This is an optimization exercise on Yosys and OpenROAD, whose aim is small area, a short achievable clock period and few clock cycles per item, not a production implementation. Function was not checked in any run shown here: the RTL went through the layout flow alone. Power figures rest on the tool's default switching activity, not on a simulated workload.

## flow/design.v (module list and top-level ports; edited modules follow where they fit)
// module csa_fa: 9 lines
// module csa_ha: 8 lines
// module binary_neuron: 890 lines
module binary_neuron (
    input  logic                    clk,
    input  logic                    reset,
    input  logic                    in_valid,
    output logic                    in_ready,
    input  logic [320:0]            in_req,
    output logic                    out_valid,
    input  logic                    out_ready,
    output logic [9:0]              out_sum
);
  // ...
==> flow/flow/run.sh <==
#!/bin/bash
# The standard layout (standard.sh: ORFS synthesis to final layout), with
# two changes:
#  - the input and output ports are buffered with the smallest buffer,
#    sky130_fd_sc_hd__buf_1, instead of the cell buffer_ports picks by default
#    (clkdlybuf4s50_1); later repair steps may still resize them;
#  - clock tree synthesis adds no dummy loads to the clock tree.
set -euo pipefail
export BUFFER_PORTS_ARGS="-buffer_cell sky130_fd_sc_hd__buf_1"
export CTS_ARGS="-sink_clustering_enable -repair_clock_nets -buf_list sky130_fd_sc_hd__clkbuf_8 -dont_use_dummy_load"
bash standard.sh > standard_flow.log 2>&1
==> flow/standard.sh <==
#!/bin/bash
# synth_recipe.tcl (not shown) runs the flow's synth.tcl, then flattens the netlist and writes it again
# the make line also repeats each setting of config.mk as NAME=value (left out here)
make -C /OpenROAD-flow-scripts/flow DESIGN_CONFIG=/design/flow/config.mk WORK_HOME=/design/flow/orfs CLKGATE_MAP_FILE= SYNTH_SCRIPT=/design/flow/synth_recipe.tcl "${@:-finish}"
==> flow/config.mk <==
export PLATFORM = sky130hd
export DESIGN_NAME = binary_neuron
export DESIGN_NICKNAME = binary_neuron
export VERILOG_FILES = /design/flow/design.v
export SDC_FILE = /design/flow/constraint.sdc
export NUM_CORES = 4
export LEC_CHECK = 0
export CAP_MARGIN = 20
export CORE_MARGIN = 2
export CORE_UTILIZATION = 40
export CTS_BUF_LIST = sky130_fd_sc_hd__clkbuf_8
export SLEW_MARGIN = 20
export SYNTH_HIERARCHICAL = 1
export SYNTH_MINIMUM_KEEP_SIZE = 0
==> flow/constraint.sdc <==
create_clock -name core_clock -period 6.0 [get_ports {clk}]
set_input_delay 1.2000 -clock core_clock [delete_from_list [all_inputs] [get_ports {clk}]]
set_output_delay 1.2000 -clock core_clock [all_outputs]
set_load 0.01 [all_outputs]
==> flow_summary.json, run 1 <==
{
  "p_int_mw": 4.43,
  "slew_viol_final": 0,
  "synth_area_um2": 12300,
  "synth_fp_nets": 1625,
  "async_flop_share_pct": 0,
  "clock_power_share_pct": 7.5,
  "buffers": 336,
  "synth_commonest_cells": "fa_1 (243), nor2_1 (204), xnor2_1 (134)",
  "fillCellCount": 2913,
  "antennaDiodeCount": 0,
  "rsz0062_at_grt": "false",
  "drtIter0Drc": 359,
  "finalSetupTns_ns": 0,
  "nMultiInputCombCells": 839,
  "grt_pass1_wl_mm": 47.0,
  "initial_core_util_pct": 40.4,
  "startpoint_type": "primary input",
  "largest_register_ff_count": 30,
  "slowest_stage": "fa_1",
  "min_from": "r2_s63",
  "synth_cell_type_count": 27,
  "grt_pass1_vias": 8821,
  "most-common-layout-cells": "buf_1 (336), fa_1 (243), nor2_1 (204), xnor2_1 (134), dfxtp_1 (130)",
  "synth.yosys.seq_area_share_pct": 28.5,
  "timing_hold_violations_final": 0,
  "yosys_most_used_dff": "dfxtp_1",
  "synthAdderAreaFrac_pct": 41.2,
  "slew-limit-headroom_pct": 56.8,
  "inv_count": 38,
  "status": "timing/DRC/antenna clean",
  "sw_frac_of_total_pct": 42.4,
  "whs_path_depth": 0,
  "reg2regPathDepth": 5,
  "endpoint": "r1_c356",
  "synth-edff-count": 30,
  "grt_max_degree": 17,
  "power_mw": 7.70,
  "utilization_pct": 46.9,
  "drive_gt1_share_pct": 1.44,
  "taps": 396,
  "top_layer": "met4",
  "fin_area_um2": 14300
}
==> inputs of run 2 (changes only) <==
--- a/flow/design.v
+++ b/flow/design.v
@@ -3,24 +3,16 @@
     input  logic a,
     input  logic b,
     input  logic c,
     output logic s,
     output logic co
 );
     assign {co, s} = {1'b0, a} + {1'b0, b} + {1'b0, c};
 endmodule
-module csa_ha (
-    input  logic a,
-    input  logic b,
-    output logic s,
-    output logic co
-);
-    assign {co, s} = {1'b0, a} + {1'b0, b};
-endmodule
 `timescale 1ns/10ps
 module binary_neuron (
     input  logic                    clk,
     input  logic                    reset,
     input  logic                    in_valid,
     output logic                    in_ready,
     input  logic [320:0]            in_req,
     output logic                    out_valid,
@@ -214,18 +206,19 @@
     wire p2_61 = in_req[75] ^ (~in_req[3] & (in_req[73] | in_req[74]));
     wire q3_61 = ~(in_req[76] ^ (~in_req[3] & (in_req[73] | in_req[74] | in_req[75])));
     wire p1_62 = in_req[70] ^ (~in_req[2] & in_req[69]);
     wire p2_62 = in_req[71] ^ (~in_req[2] & (in_req[69] | in_req[70]));
     wire q3_62 = ~(in_req[72] ^ (~in_req[2] & (in_req[69] | in_req[70] | in_req[71])));
     wire p1_63 = in_req[66] ^ (~in_req[1] & in_req[65]);
     wire p2_63 = in_req[67] ^ (~in_req[1] & (in_req[65] | in_req[66]));
     wire q3_63 = ~(in_req[68] ^ (~in_req[1] & (in_req[65] | in_req[66] | in_req[67])));
-    logic r1_s57, r1_s59, r1_s61, r1_s123, r1_s125, r1_s127, r1_s129, r1_s131, r1_s133, r1_s135, r1_c58, r1_c60, r1_c62, r1_s137, r1_s139, r1_s141, r1_s143, r1_s145, r1_s217, r1_c138, r1_c140, r1_c142, r1_c144, r1_c146, r1_s219, r1_s221, r1_s223, r1_s225, r1_s227, r1_s229, r1_s231, r1_s233, r1_s235, r1_s237, r1_s239, r1_s241, r1_s243, r1_s245, r1_s325, r1_s327, r1_s329, r1_s331, r1_s333, r1_s335, r1_s337, r1_s339, r1_s341, r1_c238, r1_c240, r1_c242, r1_c244, r1_c246, r1_s343, r1_s345, r1_s347, r1_s349, r1_s351, r1_s353, r1_s355, r1_s357, r1_c326, r1_c328, r1_c330, r1_c332, r1_c334, r1_c336, r1_c338, r1_c340, r1_c342, r1_s393, r1_s395, r1_s397, r1_s399, r1_s401, r1_s403, r1_s405, r1_c344, r1_c346, r1_c348, r1_c350, r1_c352, r1_c354, r1_c356, r1_c358, r1_s407, r1_s409, r1_c404, r1_c406, r1_c408, r1_c410, r1_s453, r1_s455, r1_c454, r1_c456;
-    logic r2_s387, r2_c272, r2_s389, r2_s443, r2_c390, r2_s445, r2_s447, r2_s475, r2_c448, r2_s477, r2_s489, r2_c476, r2_c478, r2_s491, r2_c492, r2_s499, r2_c498, r2_c500, r2_s63, r2_s157, r2_s271, r2_s159;
+    logic r1_s39, r1_s41, r1_s43, r1_s45, r1_s47, r1_s49, r1_s51, r1_s53, r1_s55, r1_s107, r1_c44, r1_c46, r1_c48, r1_c50, r1_c52, r1_c54, r1_c56, r1_s109, r1_s111, r1_s113, r1_s115, r1_s117, r1_s119, r1_s121, r1_s123, r1_s125, r1_s127, r1_s129, r1_s131, r1_s133, r1_s135, r1_s161, r1_s163, r1_s165, r1_s167, r1_s169, r1_s171, r1_s173, r1_s175, r1_s177, r1_s179, r1_s181, r1_s183, r1_s185, r1_s187, r1_s189, r1_s191, r1_s193, r1_s195, r1_s197, r1_s199, r1_s201, r1_c110, r1_c112, r1_c114, r1_c116, r1_c118, r1_c120, r1_c122, r1_c124, r1_c126, r1_c128, r1_c130, r1_c132, r1_c134, r1_c136, r1_s203, r1_s205, r1_s207, r1_s209, r1_s211, r1_s213, r1_s215, r1_s217, r1_q3_62, r1_q3_63, r1_c162, r1_c164, r1_c166, r1_c168, r1_c170, r1_c172, r1_c174, r1_c176, r1_c178, r1_c180, r1_c182, r1_c184, r1_c186, r1_c188, r1_c190, r1_c192, r1_c194, r1_c196, r1_c198, r1_c200, r1_c202, r1_s273, r1_s275, r1_s277, r1_s279, r1_s281, r1_s283, r1_s285, r1_s287, r1_s289, r1_s291, r1_s293, r1_s295, r1_s297, r1_s299, r1_s301, r1_s303, r1_s305, r1_s307, r1_s309, r1_s311, r1_s313, r1_c204, r1_c206, r1_c208, r1_c210, r1_c212, r1_c214, r1_c216, r1_c218, r1_c274, r1_c276, r1_c278, r1_c280, r1_c282, r1_c284, r1_c286, r1_c288, r1_c290, r1_c292, r1_c294, r1_c296, r1_c298, r1_c300, r1_c302, r1_c304, r1_c306, r1_c308, r1_c310, r1_c312, r1_c314;
+    logic r2_s257, r2_s259, r2_s261, r2_c158, r2_c160, r2_s263, r2_s265, r2_s367, r2_c262, r2_s369, r2_s371, r2_s373, r2_c264, r2_c266, r2_s375, r2_s377, r2_s379, r2_s421, r2_c370, r2_c372, r2_c374, r2_s423, r2_s425, r2_s427, r2_s429, r2_s431, r2_c376, r2_c378, r2_c380, r2_s433, r2_c428, r2_c430, r2_c432, r2_s459, r2_s461, r2_s463, r2_c434, r2_s465, r2_c458, r2_c460, r2_c462, r2_s483, r2_c464, r2_c466, r2_c484, r2_s63, r2_s157, r2_s159;
+    logic r3_s447, r3_c392, r3_s449, r3_c448, r3_s475, r3_c450, r3_s477, r3_s489, r3_c476, r3_s491, r3_c478, r3_c488, r3_s497, r3_c490, r3_c492, r3_c498, r3_s63, r3_s157, r3_s271, r3_s391, r3_s159;
     wire s1 = ~(in_req[317] ^ in_req[313]);
     wire c2 = in_req[317] | in_req[313];
     wire s3, c4;
     csa_fa u_s3 (.a(in_req[309]), .b(in_req[305]), .c(in_req[301]), .s(s3), .co(c4));
     wire s5, c6;
     csa_fa u_s5 (.a(in_req[297]), .b(in_req[293]), .c(in_req[289]), .s(s5), .co(c6));
     wire s7, c8;
     csa_fa u_s7 (.a(in_req[285]), .b(in_req[281]), .c(in_req[277]), .s(s7), .co(c8));
@@ -273,23 +266,23 @@
     csa_fa u_s49 (.a(s15), .b(s17), .c(s19), .s(s49), .co(c50));
     wire s51, c52;
     csa_fa u_s51 (.a(s21), .b(s23), .c(s25), .s(s51), .co(c52));
     wire s53, c54;
     csa_fa u_s53 (.a(s27), .b(s29), .c(s31), .s(s53), .co(c54));
     wire s55, c56;
     csa_fa u_s55 (.a(s33), .b(s35), .c(s37), .s(s55), .co(c56));
     wire s57, c58;
-    csa_fa u_s57 (.a(s39), .b(s41), .c(s43), .s(s57), .co(c58));
+    csa_fa u_s57 (.a(r1_s39), .b(r1_s41), .c(r1_s43), .s(s57), .co(c58));
     wire s59, c60;
-    csa_fa u_s59 (.a(s45), .b(s47), .c(s49), .s(s59), .co(c60));
+    csa_fa u_s59 (.a(r1_s45), .b(r1_s47), .c(r1_s49), .s(s59), .co(c60));
     wire s61, c62;
-    csa_fa u_s61 (.a(s51), .b(s53), .c(s55), .s(s61), .co(c62));
+    csa_fa u_s61 (.a(r1_s51), .b(r1_s53), .c(r1_s55), .s(s61), .co(c62));
     wire s63, c64;
-    csa_fa u_s63 (.a(r1_s57), .b(r1_s59), .c(r1_s61), .s(s63), .co(c64));
+    csa_fa u_s63 (.a(s57), .b(s59), .c(s61), .s(s63), .co(c64));
     wire s65 = ~(in_req[0] ^ p1_0);
     wire c66 = in_req[0] | p1_0;
     wire s67, c68;
     csa_fa u_s67 (.a(p1_1), .b(p1_2), .c(p1_3), .s(s67), .co(c68));
     wire s69, c70;
     csa_fa u_s69 (.a(p1_4), .b(p1_5), .c(p1_6), .s(s69), .co(c70));
     wire s71, c72;
     csa_fa u_s71 (.a(p1_7), .b(p1_8), .c(p1_9), .s(s71), .co(c72));
@@ -353,37 +346,37 @@
     csa_fa u_s129 (.a(s83), .b(s85), .c(s87), .s(s129), .co(c130));
     wire s131, c132;
     csa_fa u_s131 (.a(s89), .b(s91), .c(s93), .s(s131), .co(c132));
     wire s133, c134;
     csa_fa u_s133 (.a(s95), .b(s97), .c(s99), .s(s133), .co(c134));
     wire s135, c136;
     csa_fa u_s135 (.a(s101), .b(s103), .c(s105), .s(s135), .co(c136));
     wire s137, c138;
-    csa_fa u_s137 (.a(s107), .b(c44), .c(c46), .s(s137), .co(c138));
+    csa_fa u_s137 (.a(r1_s107), .b(r1_c44), .c(r1_c46), .s(s137), .co(c138));
     wire s139, c140;
-    csa_fa u_s139 (.a(c48), .b(c50), .c(c52), .s(s139), .co(c140));
+    csa_fa u_s139 (.a(r1_c48), .b(r1_c50), .c(r1_c52), .s(s139), .co(c140));
     wire s141, c142;
-    csa_fa u_s141 (.a(c54), .b(c56), .c(s109), .s(s141), .co(c142));
+    csa_fa u_s141 (.a(r1_c54), .b(r1_c56), .c(r1_s109), .s(s141), .co(c142));
     wire s143, c144;
-    csa_fa u_s143 (.a(s111), .b(s113), .c(s115), .s(s143), .co(c144));
+    csa_fa u_s143 (.a(r1_s111), .b(r1_s113), .c(r1_s115), .s(s143), .co(c144));
     wire s145, c146;
-    csa_fa u_s145 (.a(s117), .b(s119), .c(s121), .s(s145), .co(c146));
+    csa_fa u_s145 (.a(r1_s117), .b(r1_s119), .c(r1_s121), .s(s145), .co(c146));
     wire s147, c148;
     csa_fa u_s147 (.a(r1_s123), .b(r1_s125), .c(r1_s127), .s(s147), .co(c148));
     wire s149, c150;
     csa_fa u_s149 (.a(r1_s129), .b(r1_s131), .c(r1_s133), .s(s149), .co(c150));
     wire s151, c152;
-    csa_fa u_s151 (.a(r1_s135), .b(r1_c58), .c(r1_c60), .s(s151), .co(c152));
+    csa_fa u_s151 (.a(r1_s135), .b(c58), .c(c60), .s(s151), .co(c152));
     wire s153, c154;
-    csa_fa u_s153 (.a(r1_c62), .b(r1_s137), .c(r1_s139), .s(s153), .co(c154));
+    csa_fa u_s153 (.a(c62), .b(s137), .c(s139), .s(s153), .co(c154));
     wire s155, c156;
-    csa_fa u_s155 (.a(r1_s141), .b(r1_s143), .c(r1_s145), .s(s155), .co(c156));
+    csa_fa u_s155 (.a(s141), .b(s143), .c(s145), .s(s155), .co(c156));
     wire s157, c158;
-    csa_fa u_s157 (.a(c64), .b(s147), .c(s149), .s(s157), .co(c158));
+    csa_fa u_s157 (.a(s147), .b(s149), .c(c64), .s(s157), .co(c158));
     wire s159, c160;
     csa_fa u_s159 (.a(s151), .b(s153), .c(s155), .s(s159), .co(c160));
     wire s161 = ~(p2_0 ^ p2_1);
     wire c162 = p2_0 | p2_1;
     wire s163, c164;
     csa_fa u_s163 (.a(p2_2), .b(p2_3), .c(p2_4), .s(s163), .co(c164));
     wire s165, c166;
     csa_fa u_s165 (.a(p2_5), .b(p2_6), .c(p2_7), .s(s165), .co(c166));
@@ -435,69 +428,69 @@
     csa_fa u_s211 (.a(c86), .b(c88), .c(c90), .s(s211), .co(c212));
     wire s213, c214;
     csa_fa u_s213 (.a(c92), .b(c94), .c(c96), .s(s213), .co(c214));
     wire s215, c216;
     csa_fa u_s215 (.a(c98), .b(c100), .c(c102), .s(s215), .co(c216));
     wire s217, c218;
     csa_fa u_s217 (.a(c104), .b(c106), .c(c108), .s(s217), .co(c218));
     wire s219, c220;
-    csa_fa u_s219 (.a(c110), .b(c112), .c(c114), .s(s219), .co(c220));
+    csa_fa u_s219 (.a(r1_s161), .b(r1_s163), .c(r1_s165), .s(s219), .co(c220));
     wire s221, c222;
-    csa_fa u_s221 (.a(c116), .b(c118), .c(c120), .s(s221), .co(c222));
+    csa_fa u_s221 (.a(r1_s167), .b(r1_s169), .c(r1_s171), .s(s221), .co(c222));
     wire s223, c224;
-    csa_fa u_s223 (.a(c122), .b(s161), .c(s163), .s(s223), .co(c224));
+    csa_fa u_s223 (.a(r1_s173), .b(r1_s175), .c(r1_s177), .s(s223), .co(c224));
     wire s225, c226;
-    csa_fa u_s225 (.a(s165), .b(s167), .c(s169), .s(s225), .co(c226));
+    csa_fa u_s225 (.a(r1_s179), .b(r1_s181), .c(r1_s183), .s(s225), .co(c226));
     wire s227, c228;
-    csa_fa u_s227 (.a(s171), .b(s173), .c(s175), .s(s227), .co(c228));
+    csa_fa u_s227 (.a(r1_s185), .b(r1_s187), .c(r1_s189), .s(s227), .co(c228));
     wire s229, c230;
-    csa_fa u_s229 (.a(s177), .b(s179), .c(s181), .s(s229), .co(c230));
+    csa_fa u_s229 (.a(r1_s191), .b(r1_s193), .c(r1_s195), .s(s229), .co(c230));
     wire s231, c232;
-    csa_fa u_s231 (.a(s183), .b(s185), .c(s187), .s(s231), .co(c232));
+    csa_fa u_s231 (.a(r1_s197), .b(r1_s199), .c(r1_s201), .s(s231), .co(c232));
     wire s233, c234;
-    csa_fa u_s233 (.a(s189), .b(s191), .c(s193), .s(s233), .co(c234));
+    csa_fa u_s233 (.a(r1_c110), .b(r1_c112), .c(r1_c114), .s(s233), .co(c234));
     wire s235, c236;
-    csa_fa u_s235 (.a(s195), .b(s197), .c(s199), .s(s235), .co(c236));
+    csa_fa u_s235 (.a(r1_c116), .b(r1_c118), .c(r1_c120), .s(s235), .co(c236));
     wire s237, c238;
-    csa_fa u_s237 (.a(s201), .b(c124), .c(c126), .s(s237), .co(c238));
+    csa_fa u_s237 (.a(r1_c122), .b(r1_c124), .c(r1_c126), .s(s237), .co(c238));
     wire s239, c240;
-    csa_fa u_s239 (.a(c128), .b(c130), .c(c132), .s(s239), .co(c240));
+    csa_fa u_s239 (.a(r1_c128), .b(r1_c130), .c(r1_c132), .s(s239), .co(c240));
     wire s241, c242;
-    csa_fa u_s241 (.a(c134), .b(c136), .c(s203), .s(s241), .co(c242));
+    csa_fa u_s241 (.a(r1_c134), .b(r1_c136), .c(r1_s203), .s(s241), .co(c242));
     wire s243, c244;
-    csa_fa u_s243 (.a(s205), .b(s207), .c(s209), .s(s243), .co(c244));
+    csa_fa u_s243 (.a(r1_s205), .b(r1_s207), .c(r1_s209), .s(s243), .co(c244));
     wire s245, c246;
-    csa_fa u_s245 (.a(s211), .b(s213), .c(s215), .s(s245), .co(c246));
+    csa_fa u_s245 (.a(r1_s211), .b(r1_s213), .c(r1_s215), .s(s245), .co(c246));
     wire s247, c248;
-    csa_fa u_s247 (.a(r1_s217), .b(r1_c138), .c(r1_c140), .s(s247), .co(c248));
+    csa_fa u_s247 (.a(r1_s217), .b(s219), .c(s221), .s(s247), .co(c248));
     wire s249, c250;
-    csa_fa u_s249 (.a(r1_c142), .b(r1_c144), .c(r1_c146), .s(s249), .co(c250));
+    csa_fa u_s249 (.a(s223), .b(s225), .c(s227), .s(s249), .co(c250));
     wire s251, c252;
-    csa_fa u_s251 (.a(r1_s219), .b(r1_s221), .c(r1_s223), .s(s251), .co(c252));
+    csa_fa u_s251 (.a(s229), .b(s231), .c(c138), .s(s251), .co(c252));
     wire s253, c254;
-    csa_fa u_s253 (.a(r1_s225), .b(r1_s227), .c(r1_s229), .s(s253), .co(c254));
+    csa_fa u_s253 (.a(c140), .b(c142), .c(c144), .s(s253), .co(c254));
     wire s255, c256;
-    csa_fa u_s255 (.a(r1_s231), .b(r1_s233), .c(r1_s235), .s(s255), .co(c256));
+    csa_fa u_s255 (.a(c146), .b(s233), .c(s235), .s(s255), .co(c256));
     wire s257, c258;
-    csa_fa u_s257 (.a(r1_s237), .b(r1_s239), .c(r1_s241), .s(s257), .co(c258));
+    csa_fa u_s257 (.a(c148), .b(c150), .c(s237), .s(s257), .co(c258));
     wire s259, c260;
-    csa_fa u_s259 (.a(r1_s243), .b(r1_s245), .c(c148), .s(s259), .co(c260));
+    csa_fa u_s259 (.a(s239), .b(s241), .c(s243), .s(s259), .co(c260));
     wire s261, c262;
-    csa_fa u_s261 (.a(c150), .b(c152), .c(c154), .s(s261), .co(c262));
+    csa_fa u_s261 (.a(s245), .b(s247), .c(s249), .s(s261), .co(c262));
     wire s263, c264;
-    csa_fa u_s263 (.a(c156), .b(s247), .c(s249), .s(s263), .co(c264));
+    csa_fa u_s263 (.a(c152), .b(c154), .c(c156), .s(s263), .co(c264));
     wire s265, c266;
     csa_fa u_s265 (.a(s251), .b(s253), .c(s255), .s(s265), .co(c266));
     wire s267, c268;
-    csa_fa u_s267 (.a(s257), .b(c158), .c(c160), .s(s267), .co(c268));
+    csa_fa u_s267 (.a(r2_s257), .b(r2_s259), .c(r2_s261), .s(s267), .co(c268));
     wire s269, c270;
-    csa_fa u_s269 (.a(s259), .b(s261), .c(s263), .s(s269), .co(c270));
+    csa_fa u_s269 (.a(r2_c158), .b(r2_c160), .c(r2_s263), .s(s269), .co(c270));
     wire s271, c272;
-    csa_fa u_s271 (.a(s265), .b(s267), .c(s269), .s(s271), .co(c272));
+    csa_fa u_s271 (.a(r2_s265), .b(s267), .c(s269), .s(s271), .co(c272));
     wire s273 = ~(q3_0 ^ q3_1);
     wire c274 = q3_0 | q3_1;
     wire s275, c276;
     csa_fa u_s275 (.a(q3_2), .b(q3_3), .c(q3_4), .s(s275), .co(c276));
     wire s277, c278;
     csa_fa u_s277 (.a(q3_5), .b(q3_6), .c(q3_7), .s(s277), .co(c278));
     wire s279, c280;
     csa_fa u_s279 (.a(q3_8), .b(q3_9), .c(q3_10), .s(s279), .co(c280));
@@ -531,379 +524,492 @@
     csa_fa u_s307 (.a(q3_50), .b(q3_51), .c(q3_52), .s(s307), .co(c308));
     wire s309, c310;
     csa_fa u_s309 (.a(q3_53), .b(q3_54), .c(q3_55), .s(s309), .co(c310));
     wire s311, c312;
     csa_fa u_s311 (.a(q3_56), .b(q3_57), .c(q3_58), .s(s311), .co(c312));
     wire s313, c314;
     csa_fa u_s313 (.a(q3_59), .b(q3_60), .c(q3_61), .s(s313), .co(c314));
     wire s315, c316;
-    csa_fa u_s315 (.a(q3_62), .b(q3_63), .c(c162), .s(s315), .co(c316));
+    csa_fa u_s315 (.a(r1_q3_62), .b(r1_q3_63), .c(r1_c162), .s(s315), .co(c316));
     wire s317, c318;
-    csa_fa u_s317 (.a(c164), .b(c166), .c(c168), .s(s317), .co(c318));
+    csa_fa u_s317 (.a(r1_c164), .b(r1_c166), .c(r1_c168), .s(s317), .co(c318));
     wire s319, c320;
-    csa_fa u_s319 (.a(c170), .b(c172), .c(c174), .s(s319), .co(c320));
+    csa_fa u_s319 (.a(r1_c170), .b(r1_c172), .c(r1_c174), .s(s319), .co(c320));
     wire s321, c322;
-    csa_fa u_s321 (.a(c176), .b(c178), .c(c180), .s(s321), .co(c322));
+    csa_fa u_s321 (.a(r1_c176), .b(r1_c178), .c(r1_c180), .s(s321), .co(c322));
     wire s323, c324;
-    csa_fa u_s323 (.a(c182), .b(c184), .c(c186), .s(s323), .co(c324));
+    csa_fa u_s323 (.a(r1_c182), .b(r1_c184), .c(r1_c186), .s(s323), .co(c324));
     wire s325, c326;
-    csa_fa u_s325 (.a(c188), .b(c190), .c(c192), .s(s325), .co(c326));
+    csa_fa u_s325 (.a(r1_c188), .b(r1_c190), .c(r1_c192), .s(s325), .co(c326));
     wire s327, c328;
-    csa_fa u_s327 (.a(c194), .b(c196), .c(c198), .s(s327), .co(c328));
+    csa_fa u_s327 (.a(r1_c194), .b(r1_c196), .c(r1_c198), .s(s327), .co(c328));
     wire s329, c330;
-    csa_fa u_s329 (.a(c200), .b(c202), .c(s273), .s(s329), .co(c330));
+    csa_fa u_s329 (.a(r1_c200), .b(r1_c202), .c(r1_s273), .s(s329), .co(c330));
     wire s331, c332;
-    csa_fa u_s331 (.a(s275), .b(s277), .c(s279), .s(s331), .co(c332));
+    csa_fa u_s331 (.a(r1_s275), .b(r1_s277), .c(r1_s279), .s(s331), .co(c332));
     wire s333, c334;
-    csa_fa u_s333 (.a(s281), .b(s283), .c(s285), .s(s333), .co(c334));
+    csa_fa u_s333 (.a(r1_s281), .b(r1_s283), .c(r1_s285), .s(s333), .co(c334));
     wire s335, c336;
-    csa_fa u_s335 (.a(s287), .b(s289), .c(s291), .s(s335), .co(c336));
+    csa_fa u_s335 (.a(r1_s287), .b(r1_s289), .c(r1_s291), .s(s335), .co(c336));
     wire s337, c338;
-    csa_fa u_s337 (.a(s293), .b(s295), .c(s297), .s(s337), .co(c338));
+    csa_fa u_s337 (.a(r1_s293), .b(r1_s295), .c(r1_s297), .s(s337), .co(c338));
     wire s339, c340;
-    csa_fa u_s339 (.a(s299), .b(s301), .c(s303), .s(s339), .co(c340));
+    csa_fa u_s339 (.a(r1_s299), .b(r1_s301), .c(r1_s303), .s(s339), .co(c340));
     wire s341, c342;
-    csa_fa u_s341 (.a(s305), .b(s307), .c(s309), .s(s341), .co(c342));
+    csa_fa u_s341 (.a(r1_s305), .b(r1_s307), .c(r1_s309), .s(s341), .co(c342));
     wire s343, c344;
-    csa_fa u_s343 (.a(s311), .b(s313), .c(c204), .s(s343), .co(c344));
+    csa_fa u_s343 (.a(r1_s311), .b(r1_s313), .c(r1_c204), .s(s343), .co(c344));
     wire s345, c346;
-    csa_fa u_s345 (.a(c206), .b(c208), .c(c210), .s(s345), .co(c346));
+    csa_fa u_s345 (.a(r1_c206), .b(r1_c208), .c(r1_c210), .s(s345), .co(c346));
     wire s347, c348;
-    csa_fa u_s347 (.a(c212), .b(c214), .c(c216), .s(s347), .co(c348));
+    csa_fa u_s347 (.a(r1_c212), .b(r1_c214), .c(r1_c216), .s(s347), .co(c348));
     wire s349, c350;
-    csa_fa u_s349 (.a(c218), .b(c220), .c(c222), .s(s349), .co(c350));
+    csa_fa u_s349 (.a(r1_c218), .b(c220), .c(c222), .s(s349), .co(c350));
     wire s351, c352;
     csa_fa u_s351 (.a(c224), .b(c226), .c(c228), .s(s351), .co(c352));
     wire s353, c354;
-    csa_fa u_s353 (.a(c230), .b(c232), .c(c234), .s(s353), .co(c354));
+    csa_fa u_s353 (.a(c230), .b(c232), .c(s315), .s(s353), .co(c354));
     wire s355, c356;
-    csa_fa u_s355 (.a(c236), .b(s315), .c(s317), .s(s355), .co(c356));
+    csa_fa u_s355 (.a(s317), .b(s319), .c(s321), .s(s355), .co(c356));
     wire s357, c358;
-    csa_fa u_s357 (.a(s319), .b(s321), .c(s323), .s(s357), .co(c358));
+    csa_fa u_s357 (.a(s323), .b(s325), .c(s327), .s(s357), .co(c358));
     wire s359, c360;
-    csa_fa u_s359 (.a(r1_s325), .b(r1_s327), .c(r1_s329), .s(s359), .co(c360));
+    csa_fa u_s359 (.a(s329), .b(s331), .c(s333), .s(s359), .co(c360));
     wire s361, c362;
-    csa_fa u_s361 (.a(r1_s331), .b(r1_s333), .c(r1_s335), .s(s361), .co(c362));
+    csa_fa u_s361 (.a(s335), .b(s337), .c(s339), .s(s361), .co(c362));
     wire s363, c364;
-    csa_fa u_s363 (.a(r1_s337), .b(r1_s339), .c(r1_s341), .s(s363), .co(c364));
+    csa_fa u_s363 (.a(s341), .b(c234), .c(c236), .s(s363), .co(c364));
     wire s365, c366;
-    csa_fa u_s365 (.a(r1_c238), .b(r1_c240), .c(r1_c242), .s(s365), .co(c366));
+    csa_fa u_s365 (.a(c238), .b(c240), .c(c242), .s(s365), .co(c366));
     wire s367, c368;
-    csa_fa u_s367 (.a(r1_c244), .b(r1_c246), .c(r1_s343), .s(s367), .co(c368));
+    csa_fa u_s367 (.a(c244), .b(c246), .c(s343), .s(s367), .co(c368));
     wire s369, c370;
-    csa_fa u_s369 (.a(r1_s345), .b(r1_s347), .c(r1_s349), .s(s369), .co(c370));
+    csa_fa u_s369 (.a(s345), .b(s347), .c(c248), .s(s369), .co(c370));
     wire s371, c372;
-    csa_fa u_s371 (.a(r1_s351), .b(r1_s353), .c(r1_s355), .s(s371), .co(c372));
+    csa_fa u_s371 (.a(c250), .b(s349), .c(s351), .s(s371), .co(c372));
     wire s373, c374;
-    csa_fa u_s373 (.a(r1_s357), .b(c248), .c(c250), .s(s373), .co(c374));
+    csa_fa u_s373 (.a(s353), .b(s355), .c(s357), .s(s373), .co(c374));
     wire s375, c376;
-    csa_fa u_s375 (.a(c252), .b(c254), .c(c256), .s(s375), .co(c376));
+    csa_fa u_s375 (.a(s359), .b(s361), .c(c252), .s(s375), .co(c376));
     wire s377, c378;
-    csa_fa u_s377 (.a(c258), .b(s359), .c(s361), .s(s377), .co(c378));
+    csa_fa u_s377 (.a(c254), .b(c256), .c(s363), .s(s377), .co(c378));
     wire s379, c380;
-    csa_fa u_s379 (.a(s363), .b(s365), .c(s367), .s(s379), .co(c380));
+    csa_fa u_s379 (.a(c258), .b(c260), .c(s365), .s(s379), .co(c380));
     wire s381, c382;
-    csa_fa u_s381 (.a(s369), .b(s371), .c(c260), .s(s381), .co(c382));
+    csa_fa u_s381 (.a(r2_s367), .b(r2_c262), .c(r2_s369), .s(s381), .co(c382));
     wire s383, c384;
-    csa_fa u_s383 (.a(c262), .b(c264), .c(c266), .s(s383), .co(c384));
+    csa_fa u_s383 (.a(r2_s371), .b(r2_s373), .c(r2_c264), .s(s383), .co(c384));
     wire s385, c386;
-    csa_fa u_s385 (.a(s373), .b(s375), .c(s377), .s(s385), .co(c386));
+    csa_fa u_s385 (.a(r2_c266), .b(r2_s375), .c(r2_s377), .s(s385), .co(c386));
     wire s387, c388;
-    csa_fa u_s387 (.a(s379), .b(c268), .c(s381), .s(s387), .co(c388));
+    csa_fa u_s387 (.a(r2_s379), .b(c268), .c(s381), .s(s387), .co(c388));
     wire s389, c390;
     csa_fa u_s389 (.a(c270), .b(s383), .c(s385), .s(s389), .co(c390));
     wire s391, c392;
-    csa_fa u_s391 (.a(r2_s387), .b(r2_c272), .c(r2_s389), .s(s391), .co(c392));
-    wire s393 = ~(c274 ^ c276);
-    wire c394 = c274 | c276;
+    csa_fa u_s391 (.a(s387), .b(c272), .c(s389), .s(s391), .co(c392));
+    wire s393 = ~(r1_c274 ^ r1_c276);
+    wire c394 = r1_c274 | r1_c276;
     wire s395, c396;
-    csa_fa u_s395 (.a(c278), .b(c280), .c(c282), .s(s395), .co(c396));
+    csa_fa u_s395 (.a(r1_c278), .b(r1_c280), .c(r1_c282), .s(s395), .co(c396));
     wire s397, c398;
-    csa_fa u_s397 (.a(c284), .b(c286), .c(c288), .s(s397), .co(c398));
+    csa_fa u_s397 (.a(r1_c284), .b(r1_c286), .c(r1_c288), .s(s397), .co(c398));
     wire s399, c400;
-    csa_fa u_s399 (.a(c290), .b(c292), .c(c294), .s(s399), .co(c400));
+    csa_fa u_s399 (.a(r1_c290), .b(r1_c292), .c(r1_c294), .s(s399), .co(c400));
     wire s401, c402;
-    csa_fa u_s401 (.a(c296), .b(c298), .c(c300), .s(s401), .co(c402));
+    csa_fa u_s401 (.a(r1_c296), .b(r1_c298), .c(r1_c300), .s(s401), .co(c402));
     wire s403, c404;
-    csa_fa u_s403 (.a(c302), .b(c304), .c(c306), .s(s403), .co(c404));
+    csa_fa u_s403 (.a(r1_c302), .b(r1_c304), .c(r1_c306), .s(s403), .co(c404));
     wire s405, c406;
-    csa_fa u_s405 (.a(c308), .b(c310), .c(c312), .s(s405), .co(c406));
+    csa_fa u_s405 (.a(r1_c308), .b(r1_c310), .c(r1_c312), .s(s405), .co(c406));
     wire s407, c408;
-    csa_fa u_s407 (.a(c314), .b(c316), .c(c318), .s(s407), .co(c408));
+    csa_fa u_s407 (.a(r1_c314), .b(c316), .c(c318), .s(s407), .co(c408));
     wire s409, c410;
     csa_fa u_s409 (.a(c320), .b(c322), .c(c324), .s(s409), .co(c410));
     wire s411, c412;
-    csa_fa u_s411 (.a(r1_c326), .b(r1_c328), .c(r1_c330), .s(s411), .co(c412));
+    csa_fa u_s411 (.a(c326), .b(c328), .c(c330), .s(s411), .co(c412));
     wire s413, c414;
-    csa_fa u_s413 (.a(r1_c332), .b(r1_c334), .c(r1_c336), .s(s413), .co(c414));
+    csa_fa u_s413 (.a(c332), .b(c334), .c(c336), .s(s413), .co(c414));
     wire s415, c416;
-    csa_fa u_s415 (.a(r1_c338), .b(r1_c340), .c(r1_c342), .s(s415), .co(c416));
+    csa_fa u_s415 (.a(c338), .b(c340), .c(c342), .s(s415), .co(c416));
     wire s417, c418;
-    csa_fa u_s417 (.a(r1_s393), .b(r1_s395), .c(r1_s397), .s(s417), .co(c418));
+    csa_fa u_s417 (.a(s393), .b(s395), .c(s397), .s(s417), .co(c418));
     wire s419, c420;
-    csa_fa u_s419 (.a(r1_s399), .b(r1_s401), .c(r1_s403), .s(s419), .co(c420));
+    csa_fa u_s419 (.a(s399), .b(s401), .c(s403), .s(s419), .co(c420));
     wire s421, c422;
-    csa_fa u_s421 (.a(r1_s405), .b(r1_c344), .c(r1_c346), .s(s421), .co(c422));
+    csa_fa u_s421 (.a(s405), .b(c344), .c(c346), .s(s421), .co(c422));
     wire s423, c424;
-    csa_fa u_s423 (.a(r1_c348), .b(r1_c350), .c(r1_c352), .s(s423), .co(c424));
+    csa_fa u_s423 (.a(c348), .b(c350), .c(c352), .s(s423), .co(c424));
     wire s425, c426;
-    csa_fa u_s425 (.a(r1_c354), .b(r1_c356), .c(r1_c358), .s(s425), .co(c426));
+    csa_fa u_s425 (.a(c354), .b(c356), .c(c358), .s(s425), .co(c426));
     wire s427, c428;
-    csa_fa u_s427 (.a(r1_s407), .b(r1_s409), .c(c360), .s(s427), .co(c428));
+    csa_fa u_s427 (.a(s407), .b(s409), .c(c360), .s(s427), .co(c428));
     wire s429, c430;
-    csa_fa u_s429 (.a(c362), .b(c364), .c(c366), .s(s429), .co(c430));
+    csa_fa u_s429 (.a(c362), .b(s411), .c(s413), .s(s429), .co(c430));
     wire s431, c432;
-    csa_fa u_s431 (.a(c368), .b(c370), .c(c372), .s(s431), .co(c432));
+    csa_fa u_s431 (.a(s415), .b(s417), .c(s419), .s(s431), .co(c432));
     wire s433, c434;
-    csa_fa u_s433 (.a(s411), .b(s413), .c(s415), .s(s433), .co(c434));
+    csa_fa u_s433 (.a(c364), .b(c366), .c(c368), .s(s433), .co(c434));
     wire s435, c436;
-    csa_fa u_s435 (.a(s417), .b(s419), .c(s421), .s(s435), .co(c436));
+    csa_fa u_s435 (.a(r2_s421), .b(r2_c370), .c(r2_c372), .s(s435), .co(c436));
     wire s437, c438;
-    csa_fa u_s437 (.a(s423), .b(s425), .c(c374), .s(s437), .co(c438));
+    csa_fa u_s437 (.a(r2_c374), .b(r2_s423), .c(r2_s425), .s(s437), .co(c438));
     wire s439, c440;
-    csa_fa u_s439 (.a(c376), .b(c378), .c(c380), .s(s439), .co(c440));
+    csa_fa u_s439 (.a(r2_s427), .b(r2_s429), .c(r2_s431), .s(s439), .co(c440));
     wire s441, c442;
-    csa_fa u_s441 (.a(s427), .b(s429), .c(s431), .s(s441), .co(c442));
+    csa_fa u_s441 (.a(r2_c376), .b(r2_c378), .c(r2_c380), .s(s441), .co(c442));
     wire s443, c444;
-    csa_fa u_s443 (.a(s433), .b(s435), .c(c382), .s(s443), .co(c444));
+    csa_fa u_s443 (.a(r2_s433), .b(c382), .c(s435), .s(s443), .co(c444));
     wire s445, c446;
-    csa_fa u_s445 (.a(c384), .b(s437), .c(c386), .s(s445), .co(c446));
+    csa_fa u_s445 (.a(s437), .b(s439), .c(c384), .s(s445), .co(c446));
     wire s447, c448;
-    csa_fa u_s447 (.a(s439), .b(s441), .c(c388), .s(s447), .co(c448));
+    csa_fa u_s447 (.a(c386), .b(s441), .c(c388), .s(s447), .co(c448));
     wire s449, c450;
-    csa_fa u_s449 (.a(r2_s443), .b(r2_c390), .c(r2_s445), .s(s449), .co(c450));
+    csa_fa u_s449 (.a(s443), .b(c390), .c(s445), .s(s449), .co(c450));
     wire s451, c452;
-    csa_fa u_s451 (.a(r2_s447), .b(c392), .c(s449), .s(s451), .co(c452));
+    csa_fa u_s451 (.a(r3_s447), .b(r3_c392), .c(r3_s449), .s(s451), .co(c452));
     wire s453 = ~(c394 ^ c396);
     wire c454 = c394 | c396;
     wire s455, c456;
     csa_fa u_s455 (.a(c398), .b(c400), .c(c402), .s(s455), .co(c456));
     wire s457, c458;
-    csa_fa u_s457 (.a(r1_c404), .b(r1_c406), .c(r1_c408), .s(s457), .co(c458));
+    csa_fa u_s457 (.a(c404), .b(c406), .c(c408), .s(s457), .co(c458));
     wire s459, c460;
-    csa_fa u_s459 (.a(r1_c410), .b(r1_s453), .c(r1_s455), .s(s459), .co(c460));
+    csa_fa u_s459 (.a(c410), .b(c412), .c(c414), .s(s459), .co(c460));
     wire s461, c462;
-    csa_fa u_s461 (.a(c412), .b(c414), .c(c416), .s(s461), .co(c462));
+    csa_fa u_s461 (.a(c416), .b(c418), .c(c420), .s(s461), .co(c462));
     wire s463, c464;
-    csa_fa u_s463 (.a(c418), .b(c420), .c(c422), .s(s463), .co(c464));
+    csa_fa u_s463 (.a(s453), .b(s455), .c(c422), .s(s463), .co(c464));
     wire s465, c466;
     csa_fa u_s465 (.a(c424), .b(c426), .c(s457), .s(s465), .co(c466));
     wire s467, c468;
-    csa_fa u_s467 (.a(s459), .b(c428), .c(c430), .s(s467), .co(c468));
+    csa_fa u_s467 (.a(r2_c428), .b(r2_c430), .c(r2_c432), .s(s467), .co(c468));
     wire s469, c470;
-    csa_fa u_s469 (.a(c432), .b(c434), .c(c436), .s(s469), .co(c470));
+    csa_fa u_s469 (.a(r2_s459), .b(r2_s461), .c(r2_s463), .s(s469), .co(c470));
     wire s471, c472;
-    csa_fa u_s471 (.a(s461), .b(s463), .c(s465), .s(s471), .co(c472));
+    csa_fa u_s471 (.a(r2_c434), .b(c436), .c(c438), .s(s471), .co(c472));
     wire s473, c474;
-    csa_fa u_s473 (.a(c438), .b(c440), .c(c442), .s(s473), .co(c474));
+    csa_fa u_s473 (.a(r2_s465), .b(c440), .c(s467), .s(s473), .co(c474));
     wire s475, c476;
-    csa_fa u_s475 (.a(s467), .b(s469), .c(s471), .s(s475), .co(c476));
+    csa_fa u_s475 (.a(c442), .b(s469), .c(c444), .s(s475), .co(c476));
     wire s477, c478;
-    csa_fa u_s477 (.a(c444), .b(c446), .c(s473), .s(s477), .co(c478));
+    csa_fa u_s477 (.a(s471), .b(s473), .c(c446), .s(s477), .co(c478));
     wire s479, c480;
-    csa_fa u_s479 (.a(r2_s475), .b(r2_c448), .c(r2_s477), .s(s479), .co(c480));
+    csa_fa u_s479 (.a(r3_c448), .b(r3_s475), .c(r3_c450), .s(s479), .co(c480));
     wire s481, c482;
-    csa_fa u_s481 (.a(c450), .b(s479), .c(c452), .s(s481), .co(c482));
-    wire s483 = ~(r1_c454 ^ r1_c456);
-    wire c484 = r1_c454 | r1_c456;
+    csa_fa u_s481 (.a(r3_s477), .b(c452), .c(s479), .s(s481), .co(c482));
+    wire s483 = ~(c454 ^ c456);
+    wire c484 = c454 | c456;
     wire s485, c486;
-    csa_fa u_s485 (.a(c458), .b(c460), .c(s483), .s(s485), .co(c486));
+    csa_fa u_s485 (.a(r2_c458), .b(r2_c460), .c(r2_c462), .s(s485), .co(c486));
     wire s487, c488;
-    csa_fa u_s487 (.a(c462), .b(c464), .c(c466), .s(s487), .co(c488));
+    csa_fa u_s487 (.a(r2_s483), .b(r2_c464), .c(r2_c466), .s(s487), .co(c488));
     wire s489, c490;
-    csa_fa u_s489 (.a(s485), .b(c468), .c(c470), .s(s489), .co(c490));
+    csa_fa u_s489 (.a(c468), .b(s485), .c(c470), .s(s489), .co(c490));
     wire s491, c492;
     csa_fa u_s491 (.a(c472), .b(s487), .c(c474), .s(s491), .co(c492));
     wire s493, c494;
-    csa_fa u_s493 (.a(r2_s489), .b(r2_c476), .c(r2_c478), .s(s493), .co(c494));
+    csa_fa u_s493 (.a(r3_s489), .b(r3_c476), .c(r3_s491), .s(s493), .co(c494));
     wire s495, c496;
-    csa_fa u_s495 (.a(r2_s491), .b(c480), .c(s493), .s(s495), .co(c496));
-    wire s497 = ~(c484 ^ c486);
-    wire c498 = c484 | c486;
+    csa_fa u_s495 (.a(r3_c478), .b(s493), .c(c480), .s(s495), .co(c496));
+    wire s497 = ~(r2_c484 ^ c486);
+    wire c498 = r2_c484 | c486;
     wire s499, c500;
-    csa_fa u_s499 (.a(c488), .b(s497), .c(c490), .s(s499), .co(c500));
+    csa_fa u_s499 (.a(r3_c488), .b(r3_s497), .c(r3_c490), .s(s499), .co(c500));
     wire s501, c502;
-    csa_fa u_s501 (.a(r2_c492), .b(r2_s499), .c(c494), .s(s501), .co(c502));
-    wire s503 = ~(r2_c498 ^ r2_c500);
-    wire c504 = r2_c498 | r2_c500;
-    wire [9:0] row_a = {c504, s503, c496, s495, s481, s451, s391, r2_s271, r2_s157, r2_s63};
-    wire [9:0] row_b = {1'b0, c502, s501, c482, 1'b0, 1'b0, 1'b0, 1'b0, r2_s159, 1'b0};
+    csa_fa u_s501 (.a(r3_c492), .b(s499), .c(c494), .s(s501), .co(c502));
+    wire s503 = ~(r3_c498 ^ c500);
+    wire c504 = r3_c498 | c500;
+    wire [9:0] row_a = {c504, s503, s501, s495, s481, s451, r3_s391, r3_s271, r3_s157, r3_s63};
+    wire [9:0] row_b = {1'b0, c502, c496, c482, 1'b0, 1'b0, 1'b0, 1'b0, r3_s159, 1'b0};
     wire [9:0] total = row_a + row_b;
-    logic         accept, pop;
-    logic [2:0] pending, pending_next;
-    assign accept = in_valid && in_ready;
-    assign pop    = out_valid && out_ready;
+    logic [2:0] pending;         
+    logic [2:0] pending_next;
+    logic        accept, pop;
+    assign accept   = in_valid && in_ready;
+    assign pop      = out_valid && out_ready;
     always_comb begin
-        case ({accept, pop})
-            2'b10:   pending_next = {pending[1:0], 1'b1};
-            2'b01:   pending_next = {1'b0, pending[2:1]};
-            default: pending_next = pending;
-        endcase
+        pending_next = pending;
+        if (accept && !pop) begin
+            pending_next = pending + 1'b1;
+        end else if (pop && !accept) begin
+            pending_next = pending - 1'b1;
+        end
     end
     always_ff @(posedge clk) begin
         if (reset) begin
-            pending <= '0;
+            pending  <= '0;
+            in_ready <= 1'b1;
         end else begin
-            pending <= pending_next;
+            pending  <= pending_next;
+            in_ready <= (pending_next != 3'd5);
         end
     end
-    assign in_ready = !pending[2] || pop;
-    logic [2:1] stage_valid;
+    logic [3:1] stage_valid;
     always_ff @(posedge clk) begin
         if (reset) begin
             stage_valid <= '0;
         end else begin
-            stage_valid <= {stage_valid[1:1], accept};
+            stage_valid <= {stage_valid[3:1], accept};
         end
     end
     always_ff @(posedge clk) begin
-        r1_s57 <= s57;
-        r1_s59 <= s59;
-        r1_s61 <= s61;
+        r1_s39 <= s39;
+        r1_s41 <= s41;
+        r1_s43 <= s43;
+        r1_s45 <= s45;
+        r1_s47 <= s47;
+        r1_s49 <= s49;
+        r1_s51 <= s51;
+        r1_s53 <= s53;
+        r1_s55 <= s55;
+        r1_s107 <= s107;
+        r1_c44 <= c44;
+        r1_c46 <= c46;
+        r1_c48 <= c48;
+        r1_c50 <= c50;
+        r1_c52 <= c52;
+        r1_c54 <= c54;
+        r1_c56 <= c56;
+        r1_s109 <= s109;
+        r1_s111 <= s111;
+        r1_s113 <= s113;
+        r1_s115 <= s115;
+        r1_s117 <= s117;
+        r1_s119 <= s119;
+        r1_s121 <= s121;
         r1_s123 <= s123;
         r1_s125 <= s125;
         r1_s127 <= s127;
         r1_s129 <= s129;
         r1_s131 <= s131;
         r1_s133 <= s133;
         r1_s135 <= s135;
-        r1_c58 <= c58;
-        r1_c60 <= c60;
-        r1_c62 <= c62;
-        r1_s137 <= s137;
-        r1_s139 <= s139;
-        r1_s141 <= s141;
-        r1_s143 <= s143;
-        r1_s145 <= s145;
+        r1_s161 <= s161;
+        r1_s163 <= s163;
+        r1_s165 <= s165;
+        r1_s167 <= s167;
+        r1_s169 <= s169;
+        r1_s171 <= s171;
+        r1_s173 <= s173;
+        r1_s175 <= s175;
+        r1_s177 <= s177;
+        r1_s179 <= s179;
+        r1_s181 <= s181;
+        r1_s183 <= s183;
+        r1_s185 <= s185;
+        r1_s187 <= s187;
+        r1_s189 <= s189;
+        r1_s191 <= s191;
+        r1_s193 <= s193;
+        r1_s195 <= s195;
+        r1_s197 <= s197;
+        r1_s199 <= s199;
+        r1_s201 <= s201;
+        r1_c110 <= c110;
+        r1_c112 <= c112;
+        r1_c114 <= c114;
+        r1_c116 <= c116;
+        r1_c118 <= c118;
+        r1_c120 <= c120;
+        r1_c122 <= c122;
+        r1_c124 <= c124;
+        r1_c126 <= c126;
+        r1_c128 <= c128;
+        r1_c130 <= c130;
+        r1_c132 <= c132;
+        r1_c134 <= c134;
+        r1_c136 <= c136;
+        r1_s203 <= s203;
+        r1_s205 <= s205;
+        r1_s207 <= s207;
+        r1_s209 <= s209;
+        r1_s211 <= s211;
+        r1_s213 <= s213;
+        r1_s215 <= s215;
         r1_s217 <= s217;
-        r1_c138 <= c138;
-        r1_c140 <= c140;
-        r1_c142 <= c142;
-        r1_c144 <= c144;
-        r1_c146 <= c146;
-        r1_s219 <= s219;
-        r1_s221 <= s221;
-        r1_s223 <= s223;
-        r1_s225 <= s225;
-        r1_s227 <= s227;
-        r1_s229 <= s229;
-        r1_s231 <= s231;
-        r1_s233 <= s233;
-        r1_s235 <= s235;
-        r1_s237 <= s237;
-        r1_s239 <= s239;
-        r1_s241 <= s241;
-        r1_s243 <= s243;
-        r1_s245 <= s245;
-        r1_s325 <= s325;
-        r1_s327 <= s327;
-        r1_s329 <= s329;
-        r1_s331 <= s331;
-        r1_s333 <= s333;
-        r1_s335 <= s335;
-        r1_s337 <= s337;
-        r1_s339 <= s339;
-        r1_s341 <= s341;
-        r1_c238 <= c238;
-        r1_c240 <= c240;
-        r1_c242 <= c242;
-        r1_c244 <= c244;
-        r1_c246 <= c246;
-        r1_s343 <= s343;
-        r1_s345 <= s345;
-        r1_s347 <= s347;
-        r1_s349 <= s349;
-        r1_s351 <= s351;
-        r1_s353 <= s353;
-        r1_s355 <= s355;
-        r1_s357 <= s357;
-        r1_c326 <= c326;
-        r1_c328 <= c328;
-        r1_c330 <= c330;
-        r1_c332 <= c332;
-        r1_c334 <= c334;
-        r1_c336 <= c336;
-        r1_c338 <= c338;
-        r1_c340 <= c340;
-        r1_c342 <= c342;
-        r1_s393 <= s393;
-        r1_s395 <= s395;
-        r1_s397 <= s397;
-        r1_s399 <= s399;
-        r1_s401 <= s401;
-        r1_s403 <= s403;
-        r1_s405 <= s405;
-        r1_c344 <= c344;
-        r1_c346 <= c346;
-        r1_c348 <= c348;
-        r1_c350 <= c350;
-        r1_c352 <= c352;
-        r1_c354 <= c354;
-        r1_c356 <= c356;
-        r1_c358 <= c358;
-        r1_s407 <= s407;
-        r1_s409 <= s409;
-        r1_c404 <= c404;
-        r1_c406 <= c406;
-        r1_c408 <= c408;
-        r1_c410 <= c410;
-        r1_s453 <= s453;
-        r1_s455 <= s455;
-        r1_c454 <= c454;
-        r1_c456 <= c456;
+        r1_q3_62 <= q3_62;
+        r1_q3_63 <= q3_63;
+        r1_c162 <= c162;
+        r1_c164 <= c164;
+        r1_c166 <= c166;
+        r1_c168 <= c168;
+        r1_c170 <= c170;
+        r1_c172 <= c172;
+        r1_c174 <= c174;
+        r1_c176 <= c176;
+        r1_c178 <= c178;
+        r1_c180 <= c180;
+        r1_c182 <= c182;
+        r1_c184 <= c184;
+        r1_c186 <= c186;
+        r1_c188 <= c188;
+        r1_c190 <= c190;
+        r1_c192 <= c192;
+        r1_c194 <= c194;
+        r1_c196 <= c196;
+        r1_c198 <= c198;
+        r1_c200 <= c200;
+        r1_c202 <= c202;
+        r1_s273 <= s273;
+        r1_s275 <= s275;
+        r1_s277 <= s277;
+        r1_s279 <= s279;
+        r1_s281 <= s281;
+        r1_s283 <= s283;
+        r1_s285 <= s285;
+        r1_s287 <= s287;
+        r1_s289 <= s289;
+        r1_s291 <= s291;
+        r1_s293 <= s293;
+        r1_s295 <= s295;
+        r1_s297 <= s297;
+        r1_s299 <= s299;
+        r1_s301 <= s301;
+        r1_s303 <= s303;
+        r1_s305 <= s305;
+        r1_s307 <= s307;
+        r1_s309 <= s309;
+        r1_s311 <= s311;
+        r1_s313 <= s313;
+        r1_c204 <= c204;
+        r1_c206 <= c206;
+        r1_c208 <= c208;
+        r1_c210 <= c210;
+        r1_c212 <= c212;
+        r1_c214 <= c214;
+        r1_c216 <= c216;
+        r1_c218 <= c218;
+        r1_c274 <= c274;
+        r1_c276 <= c276;
+        r1_c278 <= c278;
+        r1_c280 <= c280;
+        r1_c282 <= c282;
+        r1_c284 <= c284;
+        r1_c286 <= c286;
+        r1_c288 <= c288;
+        r1_c290 <= c290;
+        r1_c292 <= c292;
+        r1_c294 <= c294;
+        r1_c296 <= c296;
+        r1_c298 <= c298;
+        r1_c300 <= c300;
+        r1_c302 <= c302;
+        r1_c304 <= c304;
+        r1_c306 <= c306;
+        r1_c308 <= c308;
+        r1_c310 <= c310;
+        r1_c312 <= c312;
+        r1_c314 <= c314;
     end
     always_ff @(posedge clk) begin
-        r2_s387 <= s387;
-        r2_c272 <= c272;
-        r2_s389 <= s389;
-        r2_s443 <= s443;
-        r2_c390 <= c390;
-        r2_s445 <= s445;
-        r2_s447 <= s447;
-        r2_s475 <= s475;
-        r2_c448 <= c448;
-        r2_s477 <= s477;
-        r2_s489 <= s489;
-        r2_c476 <= c476;
-        r2_c478 <= c478;
-        r2_s491 <= s491;
-        r2_c492 <= c492;
-        r2_s499 <= s499;
-        r2_c498 <= c498;
-        r2_c500 <= c500;
+        r2_s257 <= s257;
+        r2_s259 <= s259;
+        r2_s261 <= s261;
+        r2_c158 <= c158;
+        r2_c160 <= c160;
+        r2_s263 <= s263;
+        r2_s265 <= s265;
+        r2_s367 <= s367;
+        r2_c262 <= c262;
+        r2_s369 <= s369;
+        r2_s371 <= s371;
+        r2_s373 <= s373;
+        r2_c264 <= c264;
+        r2_c266 <= c266;
+        r2_s375 <= s375;
+        r2_s377 <= s377;
+        r2_s379 <= s379;
+        r2_s421 <= s421;
+        r2_c370 <= c370;
+        r2_c372 <= c372;
+        r2_c374 <= c374;
+        r2_s423 <= s423;
+        r2_s425 <= s425;
+        r2_s427 <= s427;
+        r2_s429 <= s429;
+        r2_s431 <= s431;
+        r2_c376 <= c376;
+        r2_c378 <= c378;
+        r2_c380 <= c380;
+        r2_s433 <= s433;
+        r2_c428 <= c428;
+        r2_c430 <= c430;
+        r2_c432 <= c432;
+        r2_s459 <= s459;
+        r2_s461 <= s461;
+        r2_s463 <= s463;
+        r2_c434 <= c434;
+        r2_s465 <= s465;
+        r2_c458 <= c458;
+        r2_c460 <= c460;
+        r2_c462 <= c462;
+        r2_s483 <= s483;
+        r2_c464 <= c464;
+        r2_c466 <= c466;
+        r2_c484 <= c484;
         r2_s63 <= s63;
         r2_s157 <= s157;
-        r2_s271 <= s271;
         r2_s159 <= s159;
     end
-    logic [9:0]      q_data [0:2];
-    logic [2:0]    q_wr, q_rd, q_occ;
-    logic            result;        
-    assign result    = stage_valid[2];
-    assign out_valid = q_occ[0];
+    always_ff @(posedge clk) begin
+        r3_s447 <= s447;
+        r3_c392 <= c392;
+        r3_s449 <= s449;
+        r3_c448 <= c448;
+        r3_s475 <= s475;
+        r3_c450 <= c450;
+        r3_s477 <= s477;
+        r3_s489 <= s489;
+        r3_c476 <= c476;
+        r3_s491 <= s491;
+        r3_c478 <= c478;
+        r3_c488 <= c488;
+        r3_s497 <= s497;
+        r3_c490 <= c490;
+        r3_c492 <= c492;
+        r3_c498 <= c498;
+        r3_s63 <= r2_s63;
+        r3_s157 <= r2_s157;
+        r3_s271 <= s271;
+        r3_s391 <= s391;
+        r3_s159 <= r2_s159;
+    end
+    logic [9:0]    q_data [0:3];
+    logic [1:0]  q_wr, q_rd;
+    logic [2:0]  q_count;
+    logic          q_empty;
+    logic          result;          
+    logic          head_load;       
+    logic          q_push, q_pull;
+    assign result    = stage_valid[3];
+    assign q_empty   = (q_count == '0);
+    assign head_load = !out_valid || out_ready;
+    assign q_pull    = head_load && !q_empty;
+    assign q_push    = result && !(head_load && q_empty);
     always_ff @(posedge clk) begin
         if (reset) begin
-            q_wr  <= 3'd1;
-            q_rd  <= 3'd1;
-            q_occ <= '0;
+            q_wr    <= '0;
+            q_rd    <= '0;
+            q_count <= '0;
         end else begin
-            if (result) q_wr <= {q_wr[1:0], q_wr[2]};
-            if (pop) q_rd <= {q_rd[1:0], q_rd[2]};
-            case ({result, pop})
-                2'b10:   q_occ <= {q_occ[1:0], 1'b1};
-                2'b01:   q_occ <= {1'b0, q_occ[2:1]};
-                default: ;
-            endcase
+            if (q_push) q_wr <= (q_wr == 2'd3) ? '0 : q_wr + 1'b1;
+            if (q_pull) q_rd <= (q_rd == 2'd3) ? '0 : q_rd + 1'b1;
+            if (q_push && !q_pull) q_count <= q_count + 1'b1;
+            else if (q_pull && !q_push) q_count <= q_count - 1'b1;
         end
     end
     always_ff @(posedge clk) begin
-        for (int i = 0; i < 3; i++) begin
-            if (result && q_wr[i]) q_data[i] <= total;
+        if (q_push) q_data[q_wr] <= total;
+    end
+    always_ff @(posedge clk) begin
+        if (reset) begin
+            out_valid <= 1'b0;
+        end else if (head_load) begin
+            out_valid <= !q_empty || result;
         end
     end
-    always_comb begin
-        out_sum = '0;
-        for (int i = 0; i < 3; i++) begin
-            out_sum = out_sum | (q_data[i] & {10{q_rd[i]}});
+    always_ff @(posedge clk) begin
+        if (head_load) begin
+            out_sum <= q_empty ? total : q_data[q_rd];
         end
     end
 endmodule
==> flow/flow/run.sh (replaced) <==
#!/bin/bash
# The standard layout (standard.sh: ORFS synthesis to final layout), with
# one change: the input and output ports are buffered with the smallest
# buffer, sky130_fd_sc_hd__buf_1, instead of the cell buffer_ports picks by
# default (clkdlybuf4s50_1).  Later repair steps may still resize them.
set -euo pipefail
export BUFFER_PORTS_ARGS="-buffer_cell sky130_fd_sc_hd__buf_1"
bash standard.sh > standard_flow.log 2>&1
==> flow/config.mk (replaced) <==
export PLATFORM = sky130hd
export DESIGN_NAME = binary_neuron
export DESIGN_NICKNAME = binary_neuron
export VERILOG_FILES = /design/flow/design.v
export SDC_FILE = /design/flow/constraint.sdc
export NUM_CORES = 4
export LEC_CHECK = 0
export CAP_MARGIN = 20
export CORE_MARGIN = 2
export CORE_UTILIZATION = 40
export SLEW_MARGIN = 20
export SYNTH_HIERARCHICAL = 1
export SYNTH_MINIMUM_KEEP_SIZE = 0
==> run 2 against run 1 <==
Still clean on timing, DRC and antenna. Global-route usage fell by 1.8 points. Hold slack worse by 0.14 ns. Sequential cell count is 123 higher. Clock power rose to 3.3 times the previous value. Maximum frequency up 9.3%. Synthesized cell count rose by 15%. Routed wire length up 15%. Final cell count increased by 18%. Setup slack gained 0.26 ns. Register-to-register slack improved by 0.03 ns. Via count up 13%. Clock-buffer cell count up 28. Critical path type is now flip-flop to flip-flop. Largest cell class unchanged.
==> flow_summary.json, run 2 <==
{
  "status": "timing/DRC/antenna clean",
  "wirelength_mm": 35.7,
  "yosysTopAreaCellShare_pct": 31.7,
  "drtIter0Drc": 350,
  "r2r-start": "r3_c488",
  "grt_use_total_pct": 18.3,
  "io_buffer_count": 336,
  "synth_fp_nets": 1791,
  "largest_register_ff_count": 40,
  "antennaDiodeCount": 0,
  "slew-limit-headroom_pct": 56.0,
  "drive_gt1_share_pct": 4.41,
  "grt_pass1_wl_mm": 56.1,
  "final-seq-area_um2": 6170,
  "synth-edff-count": 50,
  "routed_via_density": 4.47,
  "p_leak_nw": 6.89,
  "hp-class": "flip-flop to flip-flop",
  "rsz0062_at_grt": "false",
  "startpoint_type": "flip-flop",
  "required_ns": 6.30,
  "reg.largest.list": "q_data (40), out_sum (10)",
  "cts_made_buffers": 31,
  "top_layer": "met4",
  "ant_nets": 0,
  "area_growth_syn_to_layout_pct": 18.9,
  "synth.yosys.seq_area_share_pct": 40.0,
  "synth_area_per_cell_um2": 12.9,
  "dr.pass1.iters": 4,
  "multiInputGateArea_um2": 9110,
  "cts-root-buf": "clkbuf_16",
  "fin_crit_ns": 2.81,
  "synth.largest_area_cell": "fa_1",
  "setup_ws_ns": 3.19,
  "fin_crit_sh_pct": 46.8,
  "async_flop_share_pct": 0,
  "grt_max_degree": 16,
  "wl_per_cell_um": 17.0,
  "pin_count": 337,
  "whs_ns": 0.327,
  "fin_worst_skew_ns": 0.0110,
  "nets": 2156,
  "routed-via-count": 9387,
  "fillCellCount": 3444,
  "dieHeight_um": 200,
  "grt_pass1_vias": 10300,
  "cts_tree": "done",
  "critPathKind": "flip-flop to flip-flop",
  "mostFrequentLayoutCell": "buf_1",
  "power_mw": 9.71,
  "maxCapViolations": 0,
  "path_depth": 7,
  "die-area_um2": 40200,
  "clock_latency_ns": 0.56,
  "pwr_density_cell_nw_per_um2": 530,
  "synth.most_common_cell": "fa_1",
  "crit_chain": "fa_1 > fa_1 > ha_1 > nand4_1 > o2111ai_2 > xnor2_1 > mux2_2",
  "crit_path_start": "r3_c488",
  "reg2regPathDepth": 7,
  "yosys_register_bits": 283,
  "wl_met2_mm": 19.1,
  "slew_viol_final": 0,
  "crit_path_max_fanout": 5,
  "syn_inst": 1200,
  "crit_path_end_kind": "flip-flop",
  "tightestPinTransition_ns": 0.659,
  "cts.sink_count": 283,
  "place_congestion": 0.835,
  "cts_buffer_depth": 3,
  "slowest_stage": "fa_1",
  "synth_cell_type_count": 37,
  "timing.rr.end": "out_sum[9]",
  "die_w_um": 200,
  "wl_met3_mm": 1.57,
  "synth_area_um2": 15400,
  "crit_arrival_ns": 3.11,
  "setup-violations-final": 0,
  "r2r_slack_ns": 3.19,
  "endpoint": "out_sum[9]",
  "pre_cts_slack_ns": 2.63,
  "ir_drop_uv": 360,
  "core_area_um2": 37800,
  "wl_met1_mm": 14.6,
  "cts_hold_buf": 0,
  "cts.htree.levels": 1,
  "dp_hpwl_mm": 31.2,
  "rows": 71,
  "fmax_ghz": 0.356,
  "max_stage_delay_ns": 0.56,
  "finalSetupTns_ns": 0,
  "cts_setup_buffers": 0,
  "yosysWarningCount": 7,
  "grt.overflow.total": 0,
  "timing_hold_violations_final": 0,
  "synth_commonest_cells": "fa_1 (244), dfxtp_1 (233), nor2_1 (201)",
  "crit_top_cell": "fa_1",
  "path_buf_inv": 0,
  "cts_resized": 0,
  "cts.clk_slew.worst_paths_ns": 0.06,
  "most-common-layout-cells": "buf_1 (336), fa_1 (244), dfxtp_1 (233), nor2_1 (201), xnor2_1 (133)",
  "yosys_most_used_dff": "dfxtp_1",
  "critPathTopFamily": "adder cells",
  "drcViolationCount": 0,
  "yosys-top-cells-area": "fa_1 (32%), dfxtp_1 (30%), edfxtp_1 (9.7%)",
  "largest-register": "q_data",
  "initial_core_util_pct": 40.8,
  "antenna_found_initial": 0
}
run 2: changes by cell type in the layout (fill, tap and decap cells not counted), sizes merged, moves of 10 or more:
cell    previous run  this run
dfxtp            130       233
clkbuf            17        45
edfxtp            30        50
nand2              7        27
a222oi            10         0
mux4               0        10
run 2: report_power, final:
group,internal (mW),switching (mW)
clock network,1.15,0.750
registers,2.97,0.403
logic,2.02,2.43
total,6.13,3.58
run 2: Yosys stat by module, one instance, submodules excluded:
module / cells / times used / flip-flops and latches
binary_neuron: 957 / 1 / 283
csa_fa: 1 / 243 / 0
run 2: worst reg2reg max path: stages, from the launching register on:
cell	delay [ns]
dfxtp_1	0.31
fa_1	0.56
fa_1	0.44
ha_1	0.39
nand4_1	0.13
o2111ai_2	0.19
xnor2_1	0.20
mux2_2	0.33
run 2: worst min-delay path by stage:
stage	end	startpoint	cells after the start
floorplan	r3_s157	r2_s157	0
global placement	r3_s157	r2_s157	0
detailed placement	r3_s159	r2_s159	0
CTS	r3_s157	r2_s157	0
global route	r3_s157	r2_s157	0
finish	r3_s159	r2_s159	0
run 2: final cells by class:
cell class	instances	share of cell area, %
Clock buffer	45	5.01
Tap cell	511	3.49
Inverter	33	0.675
Multi-Input combinational cell	880	49.7
Timing Repair Buffer	336	6.88
Clock inverter	12	0.675
Sequential cell	283	33.6
run 2: kinds of logic (layout without fill, tap and decap cells):
family                   after synthesis  after routing  share of synthesized area (%)
AO/OA/AOI/OAI                         15             15                          0.665
flip-flops                           283            283                           40.0
AND/OR/NAND/NOR                      377            377                           11.1
multiplexers                          19             19                           2.25
adder cells (fa/ha/maj)              266            266                           33.4
XOR/XNOR                             203            203                           11.5
buffers and inverters                 37            426                          0.998
run 2: per-stage QoR:
stage,area [µm²],std cells,utilization (%)
global route,18300,2100,48.5
finish,18300,2100,48.5
floorplan,15400,1200,-
detailed placement,17300,2043,45.7
global placement,17300,2043,45.7
CTS,18300,2100,48.5
run 2: metal layers:
layer | track usage (%) | up-vias
met5 | 0 | -
met4 | 2.67 | 0
met3 | 2.12 | 32
met2 | 34.3 | 230
met1 | 22.9 | 4580
li1 | - | 4545

-- static timing again, ports no longer ideal --
Ports are ideal in the flow. The routed layouts listed here were re-timed in OpenROAD.
Step 1 assumes that a clkbuf_16 drives the clock port and a buf_2 every other input.
Step 2 times the ports against the registers' clock, not the clock port: input delays grow and output delays shrink by t, the midpoint of the rising clock arrivals with the driver on.
Three values: ideal ports, drivers, drivers and shift; two values: the first two.
run | shift t [ns] | slack for setup (ns) | worst register clock-pin slew, ns
run 1 | 0.474 | 2.929 / 2.948 / 2.474 | 0.09 / 0.09
run 2 | 0.595 | 3.190 / 3.190 / 2.647 | 0.06 / 0.06
After both steps every run listed still meets setup and hold. For run 2, which loses most, drivers alone change the setup slack by 0.000 ns; drivers and shift together by -0.543 ns.
